This is an optimization exercise on Yosys and OpenROAD, whose aim is small area, a short achievable clock period and few clock cycles per item, not a production implementation. In this exercise RTL edits were held to simulation tests only and were not proved equivalent to the original. Power figures rest on the tool's default switching activity, not on a simulated workload.

===== flow/run.sh =====
#!/bin/bash
# synth_recipe.tcl (not shown) runs the flow's synth.tcl, then flattens the netlist and writes it again
# the make line also repeats each setting of config.mk as NAME=value (left out here)
make -C /OpenROAD-flow-scripts/flow DESIGN_CONFIG=/design/flow/config.mk WORK_HOME=/design/flow/orfs CLKGATE_MAP_FILE= SYNTH_SCRIPT=/design/flow/synth_recipe.tcl finish

===== flow/config.mk =====
export PLATFORM = sky130hd
export DESIGN_NAME = positional_char_list
export DESIGN_NICKNAME = positional_char_list
export VERILOG_FILES = /design/flow/design.v
export SDC_FILE = /design/flow/constraint.sdc
export NUM_CORES = 4
export LEC_CHECK = 0
export CAP_MARGIN = 20
export CORE_MARGIN = 2
export CORE_UTILIZATION = 40
export CTS_CLUSTER_DIAMETER = 80
export CTS_CLUSTER_SIZE = 25
export SETUP_SLACK_MARGIN = 3.7
export SLEW_MARGIN = 20
export SYNTH_HIERARCHICAL = 1

===== flow/constraint.sdc =====
create_clock -name core_clock -period 6.0 [get_ports {clock}]
set_input_delay 1.2000 -clock core_clock [delete_from_list [all_inputs] [get_ports {clock}]]
set_output_delay 1.2000 -clock core_clock [all_outputs]
set_load 0.01 [all_outputs]

===== flow/design.v =====
package pcl_pkg;
   localparam int CAPACITY = 64;
   localparam int ADDR_W   = $clog2(CAPACITY);
   localparam int LEN_W    = $clog2(CAPACITY + 1);
   localparam logic [1:0] KIND_ADD    = 2'd0;
   localparam logic [1:0] KIND_DELETE = 2'd1;
   localparam logic [1:0] KIND_GET    = 2'd2;
   localparam logic [1:0] KIND_LIST   = 2'd3;
   localparam logic [2:0] ST_VALUE   = 3'd0;
   localparam logic [2:0] ST_INVALID = 3'd1;
   localparam logic [2:0] ST_FULL    = 3'd2;
   localparam logic [2:0] ST_ELEMENT = 3'd3;
   localparam logic [2:0] ST_EMPTY   = 3'd4;
endpackage
module pcl_store (
   input  logic        clock,
   input  logic        ins_en,
   input  logic        del_en,
   input  logic [63:0] ge,
   input  logic [7:0]  item,
   output logic [7:0]  rd_data
);
   localparam int N = pcl_pkg::CAPACITY;
   logic [7:0]   item_ff [N];
   logic [7:0]   item_in [N];
   logic [N-1:0] gt, eq;
   logic [N-1:0] s_hold, s_below, s_above, s_new;
   always_comb begin
      for (int i = 0; i < N; i++) begin
         gt[i] = (i == 0) ? 1'b0 : ge[i-1];
         eq[i] = ge[i] && !gt[i];
      end
      for (int i = 0; i < N; i++) begin
         s_new[i]   = ins_en && eq[i];
         s_below[i] = (i == 0) ? 1'b0 : (ins_en && gt[i]);
         s_above[i] = (i == N - 1) ? 1'b0 : (del_en && ge[i]);
         s_hold[i]  = !(ge[i] && (ins_en || (del_en && i != N - 1)));
      end
      for (int i = 0; i < N; i++) begin
         item_in[i] = ({8{s_hold[i]}} & item_ff[i])
                    | ({8{s_new[i]}}  & item)
                    | ({8{s_below[i]}} & item_ff[(i + N - 1) % N])
                    | ({8{s_above[i]}} & item_ff[(i + 1) % N]);
      end
   end
   always_ff @(posedge clock) begin
      for (int i = 0; i < N; i++) begin
         item_ff[i] <= item_in[i];
      end
   end
   logic [7:0] grp_n [8];
   for (genvar j = 0; j < 8; j++) begin : g_rd
      pcl_sel8 u_sel (
         .sel (eq[8*j +: 8]),
         .d0  (item_ff[8*j]),
         .d1  (item_ff[8*j+1]),
         .d2  (item_ff[8*j+2]),
         .d3  (item_ff[8*j+3]),
         .d4  (item_ff[8*j+4]),
         .d5  (item_ff[8*j+5]),
         .d6  (item_ff[8*j+6]),
         .d7  (item_ff[8*j+7]),
         .q_n (grp_n[j])
      );
   end
   pcl_nand8 u_or (
      .d0 (grp_n[0]),
      .d1 (grp_n[1]),
      .d2 (grp_n[2]),
      .d3 (grp_n[3]),
      .d4 (grp_n[4]),
      .d5 (grp_n[5]),
      .d6 (grp_n[6]),
      .d7 (grp_n[7]),
      .q  (rd_data)
   );
endmodule
module pcl_sel8 (
   input  logic [7:0] sel,
   input  logic [7:0] d0, d1, d2, d3, d4, d5, d6, d7,
   output logic [7:0] q_n
);
   assign q_n = ~(({8{sel[0]}} & d0) | ({8{sel[1]}} & d1)
            | ({8{sel[2]}} & d2) | ({8{sel[3]}} & d3)
            | ({8{sel[4]}} & d4) | ({8{sel[5]}} & d5)
            | ({8{sel[6]}} & d6) | ({8{sel[7]}} & d7));
endmodule
module pcl_nand8 (
   input  logic [7:0] d0, d1, d2, d3, d4, d5, d6, d7,
   output logic [7:0] q
);
   assign q = ~(d0 & d1 & d2 & d3 & d4 & d5 & d6 & d7);
endmodule
module positional_char_list (
   input  logic       clock,
   input  logic       reset,
   input  logic       req_valid,
   output logic       req_ready,
   input  logic [1:0] req_kind,
   input  logic [6:0] req_position,
   input  logic [7:0] req_new_item,
   output logic       rsp_valid,
   input  logic       rsp_ready,
   output logic [2:0] rsp_status,
   output logic [7:0] rsp_value,
   output logic       rsp_last
);
   localparam int LW = pcl_pkg::LEN_W;
   logic          ready_ff, ready_i_ff, ready_in;
   logic [LW-1:0] len_ff, len_p1_ff, len_p2_ff, len_m1_ff;
   logic [LW-1:0] len_eff, len_eff_m1;
   logic          p_lt_len, p_le_len, pm1_le_len, pm2_le_len;
   logic          r_ins_ff, r_del_ff, r_get_ff, r_list_ff, r_err_ff;
   logic [2:0]    r_status_ff;
   logic [63:0]   r_ge_ff;
   logic [7:0]    r_item_ff;
   logic          r_last_ff;
   logic          s_valid_ff;
   logic [1:0]    s_kind_ff;
   logic [6:0]    s_pos_ff;
   logic [7:0]    s_item_ff;
   logic          o0_valid_ff, o0_busy_ff, o1_valid_ff;
   logic [2:0]    o0_status_ff, o1_status_ff;
   logic [7:0]    o0_value_ff, o1_value_ff;
   logic          o0_last_ff, o1_last_ff;
   logic          r_free, r_busy, move, s_valid_in;
   logic          n_beat, n_list, n_last, n_free;
   logic          is_list_kind;
   logic          s_ld, r_ld, r_st, r_hd;
   logic [63:0]   ge_new;
   logic          pos_zero, add_ok, acc_ok, len_full, len_zero, len_one;
   logic          a_ins, a_del, a_get, a_list, a_err;
   logic [2:0]    a_status;
   logic [7:0]    rd_data;
   logic          beat, can_push, push, done;
   logic [2:0]    b_status;
   logic          b_last, b_data;
   logic          o0_load, o1_valid_in, o0_valid_in;
   logic          sel_b, sel_bd, sel_o1, sel_o0;
   logic          last_next;
   assign is_list_kind = (s_kind_ff == pcl_pkg::KIND_LIST);
   assign pos_zero     = (s_pos_ff == 7'd0);
   always_comb begin
      if (r_ins_ff) begin
         len_eff = len_p1_ff;
      end else if (r_del_ff) begin
         len_eff = len_m1_ff;
      end else begin
         len_eff = len_ff;
      end
   end
   assign len_eff_m1   = len_eff - LW'(1);
   assign len_full     = (len_eff == LW'(pcl_pkg::CAPACITY));
   assign len_zero     = (len_eff == '0);
   assign len_one      = (len_eff == LW'(1));
   assign p_lt_len     = (s_pos_ff < len_ff);
   assign p_le_len     = (s_pos_ff <= len_ff);
   assign pm1_le_len   = (s_pos_ff <= len_p1_ff);
   assign pm2_le_len   = (s_pos_ff <= len_p2_ff);
   always_comb begin
      if (r_ins_ff) begin
         acc_ok = !pos_zero && pm1_le_len;
         add_ok = !pos_zero && pm2_le_len;
      end else if (r_del_ff) begin
         acc_ok = !pos_zero && p_lt_len;
         add_ok = !pos_zero && p_le_len;
      end else begin
         acc_ok = !pos_zero && p_le_len;
         add_ok = !pos_zero && pm1_le_len;
      end
   end
   always_comb begin
      a_ins    = 1'b0;
      a_del    = 1'b0;
      a_get    = 1'b0;
      a_list   = 1'b0;
      a_err    = 1'b0;
      a_status = pcl_pkg::ST_INVALID;
      case (s_kind_ff)
         pcl_pkg::KIND_ADD: begin
            if (len_full && !pos_zero && s_pos_ff <= 7'd65) begin
               a_status = pcl_pkg::ST_FULL;
            end
            a_ins = add_ok && !len_full;
            a_err = !a_ins;
         end
         pcl_pkg::KIND_DELETE: begin
            a_del = acc_ok;
            a_err = !acc_ok;
         end
         pcl_pkg::KIND_GET: begin
            a_get = acc_ok;
            a_err = !acc_ok;
         end
         default: begin
            a_list   = !len_zero;
            a_err    = len_zero;
            a_status = pcl_pkg::ST_EMPTY;
         end
      endcase
   end
   pcl_store u_store (
      .clock   (clock),
      .ins_en  (r_ins_ff),
      .del_en  (r_del_ff),
      .ge      (r_ge_ff),
      .item    (r_item_ff),
      .rd_data (rd_data)
   );
   assign beat      = r_get_ff || r_list_ff || r_err_ff;
   assign can_push  = !o1_valid_ff;
   assign push      = beat && can_push;
   assign done      = can_push && (!r_list_ff || r_last_ff);
   assign r_busy    = beat;
   assign r_free    = !r_busy || done;
   assign move      = s_valid_ff && r_free;
   assign b_data    = r_get_ff || r_list_ff;
   assign b_last    = !r_list_ff || r_last_ff;
   assign last_next = (r_item_ff == 8'd1);
   always_comb begin
      b_status = r_status_ff;
      if (r_get_ff) begin
         b_status = pcl_pkg::ST_VALUE;
      end else if (r_list_ff) begin
         b_status = pcl_pkg::ST_ELEMENT;
      end
   end
   assign o0_load     = !o0_busy_ff || rsp_ready;
   assign o1_valid_in = !o0_load && (o1_valid_ff || push);
   assign o0_valid_in = !o0_load || o1_valid_ff || push;
   assign sel_o1      = o0_load && o1_valid_ff;
   assign sel_b       = o0_load && !o1_valid_ff;
   assign sel_bd      = sel_b && b_data;
   assign sel_o0      = !o0_load;
   always_comb begin
      if (r_free) begin
         n_beat = s_valid_ff;
         n_list = s_valid_ff && is_list_kind;
         n_last = len_one || len_zero;
      end else begin
         n_beat = 1'b1;
         n_list = r_list_ff;
         n_last = push ? last_next : r_last_ff;
      end
   end
   assign n_free     = !n_beat || (!o1_valid_in && (!n_list || n_last));
   assign s_valid_in = ready_i_ff ? req_valid : (s_valid_ff && !r_free);
   assign ready_in   = !s_valid_in || n_free;
   always_ff @(posedge clock) begin
      if (reset) begin
         ready_ff    <= 1'b1;
         ready_i_ff  <= 1'b1;
         len_ff      <= '0;
         len_p1_ff   <= LW'(1);
         len_p2_ff   <= LW'(2);
         len_m1_ff   <= '1;
         r_ins_ff    <= 1'b0;
         r_del_ff    <= 1'b0;
         r_get_ff    <= 1'b0;
         r_list_ff   <= 1'b0;
         r_err_ff    <= 1'b0;
         s_valid_ff  <= 1'b0;
         o0_valid_ff <= 1'b0;
         o0_busy_ff  <= 1'b0;
         o1_valid_ff <= 1'b0;
      end else begin
         ready_ff    <= ready_in;
         ready_i_ff  <= ready_in;
         o0_valid_ff <= o0_valid_in;
         o0_busy_ff  <= o0_valid_in;
         o1_valid_ff <= o1_valid_in;
         len_ff      <= len_eff;
         len_p1_ff   <= len_eff + LW'(1);
         len_p2_ff   <= len_eff + LW'(2);
         len_m1_ff   <= len_eff_m1;
         s_valid_ff  <= s_valid_in;
         if (r_free) begin
            r_ins_ff  <= move && a_ins;
            r_del_ff  <= move && a_del;
            r_get_ff  <= move && a_get;
            r_list_ff <= move && a_list;
            r_err_ff  <= move && a_err;
         end
      end
   end
   assign s_ld = ready_i_ff;
   assign r_ld = r_free;
   assign r_st = !r_free && push;
   assign r_hd = !r_free && !push;
   always_comb begin
      for (int i = 0; i < 64; i++) begin
         ge_new[i] = is_list_kind || (s_pos_ff <= 7'(i + 1));
      end
   end
   always_ff @(posedge clock) begin
      if (s_ld) begin
         s_kind_ff   <= req_kind;
         s_pos_ff    <= req_position;
         s_item_ff   <= req_new_item;
      end
      if (r_ld) begin
         r_status_ff <= a_status;
      end
      r_ge_ff     <= ({64{r_ld}} & ge_new) | ({64{r_st}} & {r_ge_ff[62:0], 1'b0})
                   | ({64{r_hd}} & r_ge_ff);
      r_item_ff   <= ({8{r_ld}} & (is_list_kind ? 8'(len_eff_m1) : s_item_ff))
                   | ({8{r_st}} & (r_item_ff - 8'd1)) | ({8{r_hd}} & r_item_ff);
      r_last_ff   <= (r_ld && len_one) || (r_st && last_next) || (r_hd && r_last_ff);
   end
   always_ff @(posedge clock) begin
      o0_status_ff <= ({3{sel_o1}} & o1_status_ff) | ({3{sel_b}} & b_status)
                    | ({3{sel_o0}} & o0_status_ff);
      o0_value_ff  <= ({8{sel_o1}} & o1_value_ff) | ({8{sel_bd}} & rd_data)
                    | ({8{sel_o0}} & o0_value_ff);
      o0_last_ff   <= (sel_o1 && o1_last_ff) || (sel_b && b_last)
                    || (sel_o0 && o0_last_ff);
      if (!o1_valid_ff) begin
         o1_status_ff <= b_status;
         o1_last_ff   <= b_last;
      end
      o1_value_ff  <= ({8{!o1_valid_ff && b_data}} & rd_data)
                    | ({8{o1_valid_ff}} & o1_value_ff);
   end
   assign req_ready  = ready_ff;
   assign rsp_valid  = o0_valid_ff;
   assign rsp_status = o0_status_ff;
   assign rsp_value  = o0_value_ff;
   assign rsp_last   = o0_last_ff;
endmodule

==> results of run 1 <==
[sequential cells by signal, indices dropped and copies added, names as in the netlist, 6 cells and up]
signal / count
u_store.item_ff: 512
r_ge_ff: 64
o0_value_ff: 8
o1_value_ff: 8
r_item_ff: 8
s_item_ff: 8
len_ff: 7
len_p1_ff: 7
s_pos_ff: 7
len_m1_ff: 6
len_p2_ff: 6
[cells in the mapped netlist (11+ instances only)]
cell type | n | area, sq um
a21oi_1 | 76 | 380
a221o_1 | 507 | 5070
a22o_1 | 521 | 4560
a22oi_1 | 271 | 2030
a22oi_2 | 16 | 200
and2_1 | 123 | 769
and4_1 | 65 | 569
buf_1 | 89 | 334
buf_2 | 93 | 465
buf_4 | 16 | 120
buf_6 | 38 | 428
clkbuf_1 | 148 | 556
dfxtp_1 | 640 | 12800
edfxtp_1 | 24 | 721
ha_1 | 33 | 413
inv_1 | 39 | 146
mux2_2 | 14 | 158
nand2_1 | 139 | 522
nand2b_1 | 14 | 87.6
nand3_1 | 20 | 100
nand4_1 | 26 | 163
nor2_1 | 79 | 297
nor2b_1 | 133 | 832
nor3_1 | 19 | 95.1
o21ai_0 | 51 | 255
o221ai_1 | 14 | 123
xnor2_1 | 11 | 96.3
[power groups by stage]
stage	sequential, mW	clock [mW]	combinational (mW)
2_1_floorplan	5.60	0	1.19
4_1_cts	5.97	2.93	1.74
6_report	6.05	2.87	1.87
3_3_place_gp	6.04	0	1.57
3_5_place_dp	6.04	0	1.61
5_1_grt	6.09	3.09	1.95
[final timing paths]
| path | from | to | slack [ns] |
|---|---|---|---|
| setup / recovery | r_ge_ff[4] | o0_value_ff[2] | 3.62 |
| hold / removal | o1_value_ff[0] | o1_value_ff[0] | 0.48 |
| setup reg to reg | r_ge_ff[4] | o0_value_ff[2] | 3.62 |
| hold reg to reg | o1_value_ff[0] | o1_value_ff[0] | 0.48 |
[Yosys stat by module (local to each module, per instance)]
| module | cell area [sq um] | copies in the design | cells inside |
|---|---|---|---|
| pcl_sel8 | 388 | 8 | 48 |
| pcl_store | 22800 | 1 | 2127 |
| positional_char_list | 7370 | 1 | 826 |
| pcl_nand8 | 150 | 1 | 24 |
[worst max-delay path, delay by kind of cell, from the launching register on]
kind | cells | cell delay (ns)
and+or+nand+nor | 5 | 1.22
DFF | 1 | 0.40
muxes | 1 | 0.29
AOI/OAI and AO/OA | 2 | 0.35
[repair_timing]
action | CTS | global route
gates resized for setup | 339 | 134
cloned | 1 | 3
endpoints found under the setup margin | 624 | 90
setup buffers | 36 | 28
pin swaps | 32 | 34
[layer usage]
layer  global-route usage, %  up-vias  wire, um
li1                        -    13172         -
met1                    36.0    15193     50800
met5                       0        -        15
met3                    4.82      339     11100
met4                    11.2        2      5260
met2                    41.9     1863     53700
[layout make-up]
| cell class | count | share of cell area (%) |
|---|---|---|
| Clock inverter | 15 | 0.474 |
| Sequential cell | 664 | 37.7 |
| Inverter | 40 | 0.412 |
| Timing Repair Buffer | 127 | 3.45 |
| Clock buffer | 44 | 2.70 |
| Multi-Input combinational cell | 2265 | 51.6 |
| Tap cell | 1080 | 3.71 |
[kinds of logic (layout without fill, tap and decap cells)]
logic type,Yosys count,in the layout,share of synthesized area (%)
flops,664,664,40.5
compound gates,1517,1517,39.2
mux,27,27,0.951
xor+xnor,16,16,0.419
fa+ha+maj,33,33,1.23
buf+inv,433,226,6.28
simple gates,671,672,11.4
==> impl_results.md, run 1 <==
- Largest stage delay on the critical path: 0.40 ns
- Net count after synthesis: ~3400
- Placed inst area: approximately 33000 sq um
- Gp weighted congestion: between 0.9 and 1
- Switching Fraction: between 30% and 40%
- CTS tree: done
- Clock power frac: 26.6%
- Post-synth ARST share: 0%
- Worst hold stages: 2
- Top FF cell, synth: dfxtp_1
- Max-cap violation count: 0
- Final Max Slew Viols: 0
- P per Cell Area: between 200 and 300 nW/um^2
- Final Util: a little over two fifths
- Multi-input logic area: 18800 sq um
- Hold buffers post-CTS: 0
- Reg clk slew, reported paths: 0.11 ns
- Fin nets: 3189
- Setup crit end kind: flop
- Yosys cell types: between 70 and 80
- Final ANT Viol Nets: 0
- Critical Setup Path Class: flop to flop
- Most frequent cells in the layout: dfxtp_1, a22o_1, a221o_1
- Finished Cell Area: about 36000 sq um
- IO buf count: 34
- Total gr overflow: 0
- Worst-Skew Late Latency: between 0.6 and 0.7 ns
- HP Class: flop to flop
- Count of flip-flops with a built-in enable after synthesis: 24
- Placed cells: 4107
- Final setup violation count: 0
- RSZ-0062 raised after global routing: yes
- Crit path cell chain: nor2b_2 > a22oi_1 > and4_4 > nand4_1 > or2_1 > nand2_1 > o21ai_1 > mux2_2
- Initial antenna violation count: 2
- # diodes: 0
- Post-Route WL: around 120 mm
- Max VDD drop: 0.000224 V
- CP Max Fanout: 8
- Vias per inst: roughly 7.2
- Pint: a little over 7 mW
- H-tree levels: 2
- Final hold slack: about 0.48 ns
- Combinational power share: between 10% and 20%
- Final WS setup: around 3.6 ns
- P_leak: between 10 and 15 nW
- Die H: about 290 um
- First-pass GRT wire length: roughly 180 mm
- Part of the power in registers: a little under three fifths
- Slew HR: between 20% and 30%
- Ys Warns: 13
- Post-synthesis sequential area ratio: slightly above 40%
- Final hold violation count: 0
- Worst path required time: between 6 and 7 ns
- Setup TNS: 0 ns
- CTS Buf Count: 37
- Avg WL per Cell: roughly 29 um
- Vias in the first global route: about 29000
- Pre-antenna DRT Iters: 7
- Post-Place Setup Slack: between 2 and 2.5 ns
- Worst R2R Path Depth: 8
- Initial Util: between 40% and 50%
- Worst Max-Slew Pin Slew: ~1.1 ns
- Syn-to-layout area delta: 9.04%
- DPL Wire Length: roughly 80 mm
- Largest net degree at the start of global routing: 70
- Die width: between 200 and 300 um
- Status: no timing/DRC/antenna violations
- Tcrit/Tclk final: between 30% and 40%
- Clock skew: about 0.056 ns
- Net Sw Power: ~3.6 mW
- Layout fillers: between 7000 and 8000
- Slowest cell on the critical path: dfxtp_2
- IO Count: 35
- Number of DRC markers in iteration 0: 3881
- Gr usage total: about a quarter
- Core area: between 80000 and 90000 sq um
- Post-Syn Instances: around 3400
- Commonest non-fill, non-tap cell in the layout: dfxtp_1
- Via count: slightly above 30000
- Worst Path Arrival: around 2.9 ns
- Synthesized area: approximately 33000 sq um
- Power Total: approximately 11 mW
- Flops & latches, synth: between 600 and 700
- Die area: approximately 86000 sq um
- Tmin final: 2.38 ns
- Rows: approximately 110
- Sequential cell area: about 14000 sq um
- Root buf cell: clkbuf_16
- Clk buf depth: 3
- CP startpoint kind: flop
- Fmax: ~0.42 GHz
- Layout cell share with drive strength beyond 1: between 10% and 20%
- DRC: 0
- Clock Sink Count: between 600 and 700
- Layout Cells excl Fill: 4235
- Syn avg cell area: 9.95 sq um
Testbench counts, summed over its fixed seeds: cycles 12,377, items 4,808.
==> run 2: changes to the inputs <==
--- a/flow/design.v
+++ b/flow/design.v
@@ -48,7 +48,7 @@
          item_ff[i] <= item_in[i];
       end
    end
-   logic [7:0] grp_n [8];
+   logic [7:0] grp [8];
    for (genvar j = 0; j < 8; j++) begin : g_rd
       pcl_sel8 u_sel (
          .sel (eq[8*j +: 8]),
@@ -60,36 +60,36 @@
          .d5  (item_ff[8*j+5]),
          .d6  (item_ff[8*j+6]),
          .d7  (item_ff[8*j+7]),
-         .q_n (grp_n[j])
+         .q   (grp[j])
       );
    end
-   pcl_nand8 u_or (
-      .d0 (grp_n[0]),
-      .d1 (grp_n[1]),
-      .d2 (grp_n[2]),
-      .d3 (grp_n[3]),
-      .d4 (grp_n[4]),
-      .d5 (grp_n[5]),
-      .d6 (grp_n[6]),
-      .d7 (grp_n[7]),
+   pcl_or8 u_or (
+      .d0 (grp[0]),
+      .d1 (grp[1]),
+      .d2 (grp[2]),
+      .d3 (grp[3]),
+      .d4 (grp[4]),
+      .d5 (grp[5]),
+      .d6 (grp[6]),
+      .d7 (grp[7]),
       .q  (rd_data)
    );
 endmodule
 module pcl_sel8 (
    input  logic [7:0] sel,
    input  logic [7:0] d0, d1, d2, d3, d4, d5, d6, d7,
-   output logic [7:0] q_n
+   output logic [7:0] q
 );
-   assign q_n = ~(({8{sel[0]}} & d0) | ({8{sel[1]}} & d1)
+   assign q = ({8{sel[0]}} & d0) | ({8{sel[1]}} & d1)
             | ({8{sel[2]}} & d2) | ({8{sel[3]}} & d3)
             | ({8{sel[4]}} & d4) | ({8{sel[5]}} & d5)
-            | ({8{sel[6]}} & d6) | ({8{sel[7]}} & d7));
+            | ({8{sel[6]}} & d6) | ({8{sel[7]}} & d7);
 endmodule
-module pcl_nand8 (
+module pcl_or8 (
    input  logic [7:0] d0, d1, d2, d3, d4, d5, d6, d7,
    output logic [7:0] q
 );
-   assign q = ~(d0 & d1 & d2 & d3 & d4 & d5 & d6 & d7);
+   assign q = d0 | d1 | d2 | d3 | d4 | d5 | d6 | d7;
 endmodule
 module positional_char_list (
    input  logic       clock,
@@ -126,8 +126,6 @@
    logic          r_free, r_busy, move, s_valid_in;
    logic          n_beat, n_list, n_last, n_free;
    logic          is_list_kind;
-   logic          s_ld, r_ld, r_st, r_hd;
-   logic [63:0]   ge_new;
    logic          pos_zero, add_ok, acc_ok, len_full, len_zero, len_one;
    logic          a_ins, a_del, a_get, a_list, a_err;
    logic [2:0]    a_status;
@@ -234,9 +232,9 @@
    assign sel_o0      = !o0_load;
    always_comb begin
       if (r_free) begin
-         n_beat = s_valid_ff;
-         n_list = s_valid_ff && is_list_kind;
-         n_last = len_one || len_zero;
+         n_beat = s_valid_ff && (a_get || a_list || a_err);
+         n_list = s_valid_ff && a_list;
+         n_last = len_one;
       end else begin
          n_beat = 1'b1;
          n_list = r_list_ff;
@@ -283,29 +281,26 @@
          end
       end
    end
-   assign s_ld = ready_i_ff;
-   assign r_ld = r_free;
-   assign r_st = !r_free && push;
-   assign r_hd = !r_free && !push;
-   always_comb begin
-      for (int i = 0; i < 64; i++) begin
-         ge_new[i] = is_list_kind || (s_pos_ff <= 7'(i + 1));
-      end
-   end
    always_ff @(posedge clock) begin
-      if (s_ld) begin
+      if (ready_i_ff) begin
          s_kind_ff   <= req_kind;
          s_pos_ff    <= req_position;
          s_item_ff   <= req_new_item;
       end
-      if (r_ld) begin
+   end
+   always_ff @(posedge clock) begin
+      if (r_free) begin
          r_status_ff <= a_status;
+         for (int i = 0; i < 64; i++) begin
+            r_ge_ff[i] <= is_list_kind || (s_pos_ff <= 7'(i + 1));
+         end
+         r_item_ff   <= is_list_kind ? 8'(len_eff_m1) : s_item_ff;
+         r_last_ff   <= len_one;
+      end else if (push) begin
+         r_ge_ff     <= {r_ge_ff[62:0], 1'b0};
+         r_item_ff   <= r_item_ff - 8'd1;
+         r_last_ff   <= last_next;
       end
-      r_ge_ff     <= ({64{r_ld}} & ge_new) | ({64{r_st}} & {r_ge_ff[62:0], 1'b0})
-                   | ({64{r_hd}} & r_ge_ff);
-      r_item_ff   <= ({8{r_ld}} & (is_list_kind ? 8'(len_eff_m1) : s_item_ff))
-                   | ({8{r_st}} & (r_item_ff - 8'd1)) | ({8{r_hd}} & r_item_ff);
-      r_last_ff   <= (r_ld && len_one) || (r_st && last_next) || (r_hd && r_last_ff);
    end
    always_ff @(posedge clock) begin
       o0_status_ff <= ({3{sel_o1}} & o1_status_ff) | ({3{sel_b}} & b_status)
@@ -314,12 +309,11 @@
                     | ({8{sel_o0}} & o0_value_ff);
       o0_last_ff   <= (sel_o1 && o1_last_ff) || (sel_b && b_last)
                     || (sel_o0 && o0_last_ff);
-      if (!o1_valid_ff) begin
-         o1_status_ff <= b_status;
-         o1_last_ff   <= b_last;
-      end
+      o1_status_ff <= ({3{!o1_valid_ff}} & b_status)
+                    | ({3{o1_valid_ff}} & o1_status_ff);
       o1_value_ff  <= ({8{!o1_valid_ff && b_data}} & rd_data)
                     | ({8{o1_valid_ff}} & o1_value_ff);
+      o1_last_ff   <= (!o1_valid_ff && b_last) || (o1_valid_ff && o1_last_ff);
    end
    assign req_ready  = ready_ff;
    assign rsp_valid  = o0_valid_ff;
==> run 2 against run 1 <==
Against the previous run:
- combinational power is 2% higher
- power is 1.3% lower
- synthesized cell count is 1.5% lower
- routed wire length is 6.1% lower
- core utilization is 1.2 points higher
- non-clock buffer count is 136 higher
- via count is 3.2% lower
- critical path type unchanged
- sequential cell count stayed put
- critical endpoint is now ready_i_ff
- largest cell class unchanged
- largest power group unchanged
==> impl_results.md, run 2 <==
- Die area: 86000 sq um (was 85900 sq um)
- Final ANT Viol Nets: 0 (unchanged)
- Slowest cell on the critical path: or4_4 (was dfxtp_2)
- Post-synth ARST share: 0% (unchanged)
- Final Max Slew Viols: 0 (unchanged)
- Pre-antenna DRT Iters: 7 (unchanged)
- Top cell type's share of synthesized area: 34.0% (was 38.3%)
- Count of flip-flops with a built-in enable after synthesis: 96 (was 24)
- Largest family of logic cells by synthesized area: compound AO/OA/AOI/OAI gates (unchanged)
- Vias per inst: 6.82 (was 7.22)
- IO Count: 35 (unchanged)
- Synth area leaders: dfxtp_1, a221o_1, a22o_1 (unchanged)
- RSZ-0062 raised after global routing: yes (unchanged)
- CP Depth: 7 (was 8)
- Fmax: 0.397 GHz (was 0.420 GHz)
- Commonest non-fill, non-tap cell in the layout: dfxtp_1 (unchanged)
- # diodes: 0 (unchanged)
- Gp weighted congestion: 0.897 (was 0.930)
- Worst path required time: 6.49 ns (was 6.50 ns)
- Net count after synthesis: 3365 (was 3415)
- Post-synthesis mux area share: 0.770% (was 0.951%)
- Post-synthesis xor/xnor area fraction: 0.523% (was 0.419%)
- Clock Sink Count: 664 (unchanged)
- P_leak: 13.9 nW (was 13.0 nW)
- IO buf count: 34 (unchanged)
- Worst Max-Slew Pin Slew: 1.14 ns (was 1.13 ns)
- Max VDD drop: 0.000271 V (was 0.000224 V)
- Final hold slack: 0.470 ns (was 0.475 ns)
- Slew HR: 23.7% (was 24.4%)
- Regs by FF count: u_store.item_ff x512, r_ge_ff x64 (unchanged)
- WP buf/inv: 0 (unchanged)
- CTS Buf Count: 36 (was 37)
- Critical Setup Path Class: flop to flop (unchanged)
- Reg clk slew, reported paths: 0.10 ns (was 0.11 ns)
- Syn-to-layout area delta: 12.1% (was 9.04%)
- First-pass GRT wire length: 171 mm (was 182 mm)
- CTS tree: done (unchanged)
- Flop2flop setup slack: 3.48 ns (was 3.62 ns)
- Yosys cell types: 63 (was 72)
- HP Class: flop to flop (unchanged)
- Post-synthesis sequential area ratio: 42.6% (was 40.5%)
- Worst Path Arrival: 3.01 ns (was 2.88 ns)
- Biggest register: u_store.item_ff (unchanged)
- Rows: 106 (unchanged)
- Max-cap violation count: 0 (unchanged)
- Total gr overflow: 0 (unchanged)
- H-tree levels: 2 (unchanged)
- Setup crit end kind: flop (unchanged)
- Clk buf depth: 3 (unchanged)
- Worst r2r src: s_pos_ff[3] (was r_ge_ff[4])
- Vias in the first global route: 27834 (was 29323)
- Number of DRC markers in iteration 0: 4053 (was 3881)
- DRC: 0 (unchanged)
- Layout cell share with drive strength beyond 1: 17.9% (was 16.3%)
- Layout fillers: 7749 (was 7725)
- R2r endpoint: ready_i_ff (was o0_value_ff[2])
- Largest net degree at the start of global routing: 70 (unchanged)
- Synth Area in Adders: 1.27% (was 1.23%)
- Fin nets: 3288 (was 3189)
- Ys Warns: 13 (unchanged)
- Area leader, netlist: dfxtp_1 (unchanged)
- Largest stage delay on the critical path: 0.55 ns (was 0.40 ns)
- Core area: 83300 sq um (was 83200 sq um)
- Initial Util: 40.2% (about the same)
- Hold buffers post-CTS: 0 (unchanged)
- Top FF cell, synth: dfxtp_1 (unchanged)
- Post-Syn Instances: 3310 (was 3361)
- Post-Route WL: 114 mm (was 121 mm)
- Initial antenna violation count: 0 (was 2)
- Die width: 293 um (about the same)
- Gr usage total: 24.8% (was 26.7%)
- Root buf cell: clkbuf_16 (unchanged)
- Setup TNS: 0 ns (unchanged)
- Most frequent cells after synthesis: dfxtp_1, a22o_1, a221o_1 (unchanged)
- Worst R2R Path Depth: 7 (was 8)
- Status: no timing/DRC/antenna violations (unchanged)
- Flip-flop count of the largest register after layout: 512 (unchanged)
- Crit path cell chain: or3_4 > or4_4 > or2_4 > o211a_4 > o21a_1 > a31oi_2 > o2111ai_1 (was nor2b_2 > a22oi_1 > and4_4 > nand4_1 > or2_1 > nand2_1 > o21ai_1 > mux2_2)
- CP Capture Point: ready_i_ff (was o0_value_ff[2])
- Most frequent cells in the layout: dfxtp_1, a22o_1, a221o_1 (unchanged)
- Tcrit/Tclk final: 42.0% (was 39.7%)
- Avg WL per Cell: 26.2 um (was 28.6 um)
- DPL Wire Length: 75.7 mm (was 80.2 mm)
- Crit path launch: s_pos_ff[3] (was r_ge_ff[4])
- P per Cell Area: 284 nW/um^2 (was 296 nW/um^2)
- Synthesized area: 33500 sq um (was 33400 sq um)
- Clock skew: 0.0437 ns (was 0.0563 ns)
- Count leader, synth: dfxtp_1 (unchanged)
- CP startpoint kind: flop (unchanged)
- Flops & latches, synth: 664 (unchanged)
- Compound-Gate Fraction of Synth Area: 37.8% (was 39.2%)
- Via count: 29586 (was 30569)
- CP Max Fanout: 4 (was 8)
- Worst-Skew Late Latency: 0.61 ns (was 0.62 ns)
- Tmin final: 2.52 ns (was 2.38 ns)
- Simple-Gate Fraction of Synth Area: 10.8% (was 11.4%)
- Final setup violation count: 0 (unchanged)
- Syn avg cell area: 10.1 sq um (was 9.95 sq um)
- Final hold violation count: 0 (unchanged)
- Die H: 293 um (about the same)
- Top delay family on crit path: simple AND/OR/NAND/NOR gates (unchanged)
run 2: cell count changes after synthesis, moves of 10 or more:
cell	change
a221o_1	-18
a22oi_1	-39
a31oi_1	+10
and4_1	-64
dfxtp_1	-72
edfxtp_1	+72
nand2_1	+42
nand4_1	+44
nor4_1	+17
o21ai_0	+23
o221ai_1	-13
run 2: kinds of logic (layout without fill, tap and decap cells):
group	after synthesis	after routing
XOR/XNOR	20	20
buffers and inverters	421	368
adder cells (fa/ha/maj)	34	34
flip-flops	664	664
AO/OA/AOI/OAI	1464	1464
AND/OR/NAND/NOR	684	685
multiplexers	23	23
run 2: modules after synthesis (local to each module, per instance):
module,cells inside,times used,area (sq um),flip-flops and latches
pcl_sel8,48,8,379,0
pcl_store,2127,1,22800,512
pcl_or8,24,1,130,0
positional_char_list,775,1,7510,152
run 2: report_power, final:
group	switching, mW	total (mW)	leakage (nW)	internal (mW)
registers	0.741	5.79	5.66	5.04
clock network	1.64	2.96	0.577	1.31
logic	1.03	1.91	7.64	0.878
total	3.42	10.7	13.9	7.24
run 2: worst register-to-register path, delay by kind of cell, from the launching register on:
| kind | cells | cell delay (ns) |
|---|---|---|
| simple gates | 3 | 1.24 |
| flops | 1 | 0.51 |
| compound gates | 4 | 0.68 |
run 2: layout make-up:
| cell class | instances | area, sq um | share of cell area (%) |
|---|---|---|---|
| multi-input combinational | 2226 | 18200 | 48.6 |
| inverter | 42 | 176 | 0.470 |
| sequential | 664 | 14300 | 38.1 |
| clock buffer | 45 | 976 | 2.60 |
| tap | 1080 | 1350 | 3.60 |
| clock inverter | 18 | 218 | 0.580 |
| timing repair buffer | 263 | 2270 | 6.06 |
run 2: metal layers:
layer	GRT usage [%]	routed length [um]	share of wire, %	vias to the layer above
met5	0	0	0	-
met4	7.96	3710	3.3	0
met3	3.28	9170	8.1	230
met2	39.5	51300	45	1501
met1	34.8	49400	44	14681
li1	-	-	-	13174
run 2: worst min path at each step:
stage | depth (start not counted) | slack, ns | start | to
finish | 2 | 0.47 | o1_value_ff[1] | o1_value_ff[1]
detailed placement | 2 | 0.47 | o1_value_ff[7] | o1_value_ff[7]
CTS | 2 | 0.49 | u_store.item_ff[62][7] | u_store.item_ff[62][7]
global route | 2 | 0.48 | o1_value_ff[7] | o1_value_ff[7]
global placement | 2 | 0.46 | o1_value_ff[7] | o1_value_ff[7]
floorplan | 2 | 0.43 | o1_value_ff[0] | o1_value_ff[0]
run 2: per-stage QoR:
stage          power (mW)  util (%)  cells  setup WS [ns]  area [sq um]
2_1_floorplan        6.62         -   3310           3.65         33500
3_3_place_gp         7.28      40.2   4068           2.56         33400
3_5_place_dp         7.33      40.2   4068           2.53         33400
4_1_cts              10.5      43.7   4275           3.51         36400
5_1_grt              11.0      45.1   4338           3.44         37500
6_report             10.7      45.1   4338           3.48         37500
run 2: what timing repair did:
item / 4_1_cts / 5_1_grt
setup buffers: 143 / 61
pin swaps: 53 / 67
setup endpoints to repair: 658 / 379
gates cloned: 1 / 2
gates resized for setup: 216 / 167
Testbench counts of run 2, summed over its fixed seeds: cycles 12,377, items 4,808.

re-timing with driven ports:
In the flow no input, the clock included, has a driving cell. The finished layouts below were timed again as built, in two steps. Step 1 (the two cells are an assumption about what drives the block):
set clk [get_ports {clock}]
set_driving_cell -lib_cell sky130_fd_sc_hd__clkbuf_16 $clk
set_driving_cell -lib_cell sky130_fd_sc_hd__buf_2 [delete_from_list [all_inputs] $clk]
Step 2 adds t to the input delays and takes it off the output delays; t is the mean of the earliest and latest rising clock arrival at the registers after step 1. Input paths then give back, and output paths get back, about the clock's delay inside the block. a / b / c = ideal ports / drivers / drivers and shift; a / b = the first two.
run | t (ns) | slack for setup (ns) | worst setup path after step 2 | clock arrival spread, ns
run 1 | 0.658 | 3.619 / 3.619 / 3.208 | input to register | 0.058 / 0.058
run 2 | 0.659 | 3.481 / 3.481 / 3.020 | input to register | 0.049 / 0.049
After both steps setup and hold are still met in every run listed. For run 2, which loses most, drivers alone change the setup slack by 0.000 ns; drivers and shift together by -0.461 ns.
